Context: an optimization exercise on an open-source flow, tuned for small area, a short achievable clock period and few clock cycles per item. The choices shown serve that exercise and are no tape-out recipe. The RTL was checked by simulation tests, not by an equivalence proof against the original design.

Design image_to_ascii_level_mapper, start of the top module:
module image_to_ascii_level_mapper (
  input  logic        clk_i,
  input  logic        rst_ni,
  input  logic        in_valid_i,
  output logic        in_ready_o,
  input  logic [7:0]  sample_a_i,
  input  logic [7:0]  sample_b_i,
  input  logic [7:0]  sample_c_i,
  output logic        out_valid_o,
  input  logic        out_ready_i,
  output logic [9:0]  level_o,
  output logic [5:0]  cell_index_o,
  output logic [11:0] band_index_o,
  output logic        row_end_o,
  input  logic        cfg_valid_i,
  output logic        cfg_ready_o,
  input  logic [2:0]  cfg_index_i,
  input  logic [12:0] cfg_data_i
);
Size: roughly 6800 cells after synthesis, ~77 I/O pins.
clock: 10.0 ns
lec_check: 0
cap_margin: 20
core_margin: 2
core_utilization: 65
cts_buf_list: sky130_fd_sc_hd__clkbuf_8
setup_slack_margin: 5
slew_margin: 20
standard.sh (not shown) runs the stock make flow with config.mk's settings and CLKGATE_MAP_FILE= SYNTH_SCRIPT=/design/flow/synth_recipe.tcl, a recipe that flattens the netlist after the stock synthesis.
==> flow/flow/run.sh <==
#!/bin/bash
# Layout flow: the standard flow (standard.sh, unchanged synthesis), with
# a larger setup repair margin so timing repair works toward a shorter period.
# The clock period and constraints are the design's (constraint.sdc as given).
set -euo pipefail
cd "$(dirname "$0")/.."
MARGIN=6.2
sed "s/SETUP_SLACK_MARGIN=[0-9.]*/SETUP_SLACK_MARGIN=${MARGIN}/" standard.sh > flow/standard_margin.sh
grep -q "SETUP_SLACK_MARGIN=${MARGIN}" flow/standard_margin.sh
bash flow/standard_margin.sh > flow_make.log 2>&1
==> flow/flow/standard_margin.sh <==
#!/bin/bash
# The standard flow's own layout of this design, on the ORFS make targets given (by default finish). After
# finish it leaves the final layout's DEF at /design/flow/out/final.def.
set -euo pipefail
make -C /OpenROAD-flow-scripts/flow DESIGN_CONFIG=/design/flow/config.mk WORK_HOME=/design/flow/orfs CLKGATE_MAP_FILE= SYNTH_SCRIPT=/design/flow/synth_recipe.tcl CAP_MARGIN=20 CORE_MARGIN=2 CORE_UTILIZATION=65 CTS_BUF_LIST=sky130_fd_sc_hd__clkbuf_8 SETUP_SLACK_MARGIN=6.2 SLEW_MARGIN=20 "${@:-finish}"
if [[ -f /design/flow/orfs/results/sky130hd/image_to_ascii_level_mapper/base/6_final.odb ]]; then
  : # left out here: write the final layout as DEF
fi
The starting point completed without violations.
Testbench counts at the start, summed over its fixed seeds: cycles 14,166, items 13,568.
Change:
==> flow/run.sh (new file) <==
#!/bin/bash
# synth_recipe.tcl (not shown) runs the flow's synth.tcl, then flattens the netlist and writes it again
# the make line also repeats each setting of config.mk as NAME=value (left out here)
make -C /OpenROAD-flow-scripts/flow DESIGN_CONFIG=/design/flow/config.mk WORK_HOME=/design/flow/orfs CLKGATE_MAP_FILE= SYNTH_SCRIPT=/design/flow/synth_recipe.tcl finish
- CORE_UTILIZATION: 65 -> 40
- CTS_BUF_LIST: sky130_fd_sc_hd__clkbuf_8 -> default
removed: flow/flow/run.sh
removed: flow/flow/standard_margin.sh
removed: flow/standard.sh
=>
- final area came out lower by a few percent
- routed wire length came out lower by a few percent
- non-clock buffer count came out lower by 295
- via count came out lower by a few percent
- final cell count came out higher by a little under a tenth
- sequential share of layout area came out higher by 1.5 points
Change:
==> flow/flow/run.sh (new file) <==
#!/bin/bash
# Layout flow: the standard flow (standard.sh, unchanged synthesis), with
# a larger setup repair margin so timing repair works toward a shorter period.
# The clock period and constraints are the design's (constraint.sdc as given).
set -euo pipefail
cd "$(dirname "$0")/.."
MARGIN=6.2
sed "s/SETUP_SLACK_MARGIN=[0-9.]*/SETUP_SLACK_MARGIN=${MARGIN}/" standard.sh > flow/standard_margin.sh
grep -q "SETUP_SLACK_MARGIN=${MARGIN}" flow/standard_margin.sh
bash flow/standard_margin.sh > flow_make.log 2>&1
==> flow/standard.sh (new file) <==
#!/bin/bash
# synth_recipe.tcl (not shown) runs the flow's synth.tcl, then flattens the netlist and writes it again
# the make line also repeats each setting of config.mk as NAME=value (left out here)
make -C /OpenROAD-flow-scripts/flow DESIGN_CONFIG=/design/flow/config.mk WORK_HOME=/design/flow/orfs CLKGATE_MAP_FILE= SYNTH_SCRIPT=/design/flow/synth_recipe.tcl "${@:-finish}"
- CORE_UTILIZATION: 40 -> 65
- CTS_BUF_LIST: default -> sky130_fd_sc_hd__clkbuf_8
removed: flow/run.sh
Utilization rose by 31 points. Count of clock-buffer cells in the layout increases by 95. Register-to-register slack is better by 0.33 ns. Final area grows by 2.8%. Sequential share of layout area decreases by 1.5 points. Global-route usage went up by 13 points. Fmax is higher by 7.2%. First-iteration DRC count goes up by 30%. Non-clock buffer count grows by 295. Worst setup slack improved by 0.33 ns.
Change:
==> flow/run.sh (new file) <==
#!/bin/bash
# synth_recipe.tcl (not shown) runs the flow's synth.tcl, then flattens the netlist and writes it again
# the make line also repeats each setting of config.mk as NAME=value (left out here)
make -C /OpenROAD-flow-scripts/flow DESIGN_CONFIG=/design/flow/config.mk WORK_HOME=/design/flow/orfs CLKGATE_MAP_FILE= SYNTH_SCRIPT=/design/flow/synth_recipe.tcl finish
removed: flow/flow/run.sh
removed: flow/standard.sh
Global-route usage went down by 1.3 points.
Core utilization went down by 3.9 points.
First-iteration DRC count went down by 6.6%.
Clock-buffer cell count stays the same.
Routed wire length went down by 5.3%.

== v34 ==
Another version of the RTL of image_to_ascii_level_mapper (not shown whole).
Size: roughly 6200 cells after synthesis, roughly 2200 flip-flops, about 77 I/O pins, about 91000 sq um of cells after synthesis.
==> flow/design.v (excerpt) <==
module image_to_ascii_level_mapper (
  input  logic        clk_i,
  input  logic        rst_ni,
  input  logic        in_valid_i,
  output logic        in_ready_o,
  input  logic [7:0]  sample_a_i,
  input  logic [7:0]  sample_b_i,
  input  logic [7:0]  sample_c_i,
  output logic        out_valid_o,
  input  logic        out_ready_i,
  output logic [9:0]  level_o,
  output logic [5:0]  cell_index_o,
  output logic [11:0] band_index_o,
  output logic        row_end_o,
  input  logic        cfg_valid_i,
  output logic        cfg_ready_o,
  input  logic [2:0]  cfg_index_i,
  input  logic [12:0] cfg_data_i
);
clock: 10.0 ns
lec_check: 0
cap_margin: 20
core_margin: 2
core_utilization: 65
cts_buf_list: sky130_fd_sc_hd__clkbuf_8
setup_slack_margin: 5
slew_margin: 20
==> flow/flow/run.sh <==
#!/bin/bash
# Layout flow: the standard flow (standard.sh, unchanged synthesis), with
# a larger setup repair margin so timing repair works toward a shorter period.
# The clock period and constraints are the design's (constraint.sdc as given).
set -euo pipefail
cd "$(dirname "$0")/.."
MARGIN=5.6
sed "s/SETUP_SLACK_MARGIN=[0-9.]*/SETUP_SLACK_MARGIN=${MARGIN}/" standard.sh > flow/standard_margin.sh
grep -q "SETUP_SLACK_MARGIN=${MARGIN}" flow/standard_margin.sh
bash flow/standard_margin.sh > flow_make.log 2>&1
==> flow/flow/standard_margin.sh <==
#!/bin/bash
# The standard flow's own layout of this design, on the ORFS make targets given (by default finish). After
# finish it leaves the final layout's DEF at /design/flow/out/final.def.
set -euo pipefail
make -C /OpenROAD-flow-scripts/flow DESIGN_CONFIG=/design/flow/config.mk WORK_HOME=/design/flow/orfs CLKGATE_MAP_FILE= SYNTH_SCRIPT=/design/flow/synth_recipe.tcl CAP_MARGIN=20 CORE_MARGIN=2 CORE_UTILIZATION=65 CTS_BUF_LIST=sky130_fd_sc_hd__clkbuf_8 SETUP_SLACK_MARGIN=5.6 SLEW_MARGIN=20 "${@:-finish}"
if [[ -f /design/flow/orfs/results/sky130hd/image_to_ascii_level_mapper/base/6_final.odb ]]; then
  : # left out here: write the final layout as DEF
fi
Testbench counts of v34, summed over its fixed seeds: cycles 14,166, items 13,568.
Inputs modified between v34 and v6:
--- a/flow/config.mk
+++ b/flow/config.mk
@@ -9,4 +9,5 @@
 export CORE_MARGIN = 2
-export CORE_UTILIZATION = 65
-export CTS_BUF_LIST = sky130_fd_sc_hd__clkbuf_8
+export CORE_UTILIZATION = 70
+export CTS_BUF_LIST = sky130_fd_sc_hd__clkbuf_16
+export CTS_CLUSTER_SIZE = 30
 export SETUP_SLACK_MARGIN = 5
removed: flow/flow/standard_margin.sh
Findings:
v6 vs v34: height of the die down by a few percent
The top routing layer in use comes out met4 in one run and met5 in the other, namely in v34 and v6 respectively.
Looking at critical path capture point, the g_unit[1].k_rem_q[25] result is from v34; the w_q[23] one comes from v6.
[flow] v6 | stages: complete | final checks: fail | reason: max-capacitance violations, max-slew violations
v34 → v6: hold slack grew by 13 ps, post-layout minimum cycle time saw an increase, clock tree cell share of total cell area grew by 0.38 points.
Compared with v34, v6 ends up with a larger final cell area.
Going from v34 to v6, maximum frequency from static timing analysis shrank by a few percent.
[inputs] v48 vs v6
==> flow/flow/standard_margin.sh (new file) <==
#!/bin/bash
# The standard flow's own layout of this design, on the ORFS make targets given (by default finish). After
# finish it leaves the final layout's DEF at /design/flow/out/final.def.
set -euo pipefail
make -C /OpenROAD-flow-scripts/flow DESIGN_CONFIG=/design/flow/config.mk WORK_HOME=/design/flow/orfs CLKGATE_MAP_FILE= SYNTH_SCRIPT=/design/flow/synth_recipe.tcl CAP_MARGIN=20 CORE_MARGIN=2 CORE_UTILIZATION=65 CTS_BUF_LIST=sky130_fd_sc_hd__clkbuf_4 SETUP_SLACK_MARGIN=5.6 SLEW_MARGIN=20 "${@:-finish}"
if [[ -f /design/flow/orfs/results/sky130hd/image_to_ascii_level_mapper/base/6_final.odb ]]; then
  : # left out here: write the final layout as DEF
fi
--- a/flow/config.mk
+++ b/flow/config.mk
@@ -9,5 +9,4 @@
 export CORE_MARGIN = 2
-export CORE_UTILIZATION = 70
-export CTS_BUF_LIST = sky130_fd_sc_hd__clkbuf_16
-export CTS_CLUSTER_SIZE = 30
+export CORE_UTILIZATION = 65
+export CTS_BUF_LIST = sky130_fd_sc_hd__clkbuf_4
 export SETUP_SLACK_MARGIN = 5
- v48: routed length on met3 lower than v6
- Status for v48 and v6: clean finish in v48 only
- Of the two values seen for highest metal layer with signal wires, met5 was produced by v6 and met4 by v48.
- Met1 layer usage reported by global route, v48 and v6: lower on v48
- Summary of v48 over v6: die extent in x rose by 14 um, highest fanout seen on the critical path rose by 1, detailed-routing wirelength on met1 fell by 5700 um, measured slew at the worst slew-check pin fell by 380 ps.

-- afterwards: timing with drivers on the ports --
The results above use ideal ports. As a check the final layouts listed here were re-extracted and re-timed, cells and wires unchanged.
Step 1, drivers: a clkbuf_16 drives clk_i and a buf_2 each remaining input, both assumed.
Step 2 also shifts input and output timing later by t, the mid clock arrival at the registers, as if the neighbouring blocks saw the same clock.
a / b / c = no drivers / after step 1 / after step 2; a / b = the first two.
run | t (ns) | setup slack, ns | worst setup path at the end
the first run of note 1 | 1.060 | 5.458 / 5.458 / 5.133 | input to register
the second run of note 1 | 0.906 | 5.130 / 5.130 / 4.480 | input to register
the third run of note 1 | 1.060 | 5.458 / 5.458 / 5.133 | input to register
the fourth run of note 1 | 1.075 | 5.095 / 5.095 / 4.527 | input to register
v34 | 1.054 | 5.614 / 5.614 / 4.898 | input to register
v6 | 0.929 | 5.371 / 5.371 / 4.829 | input to register
v48 | 1.324 | 5.619 / 5.619 / 4.767 | input to register
The setup slack of v48, which loses most, moves by 0.000 ns with the drivers and by -0.852 ns with both steps.
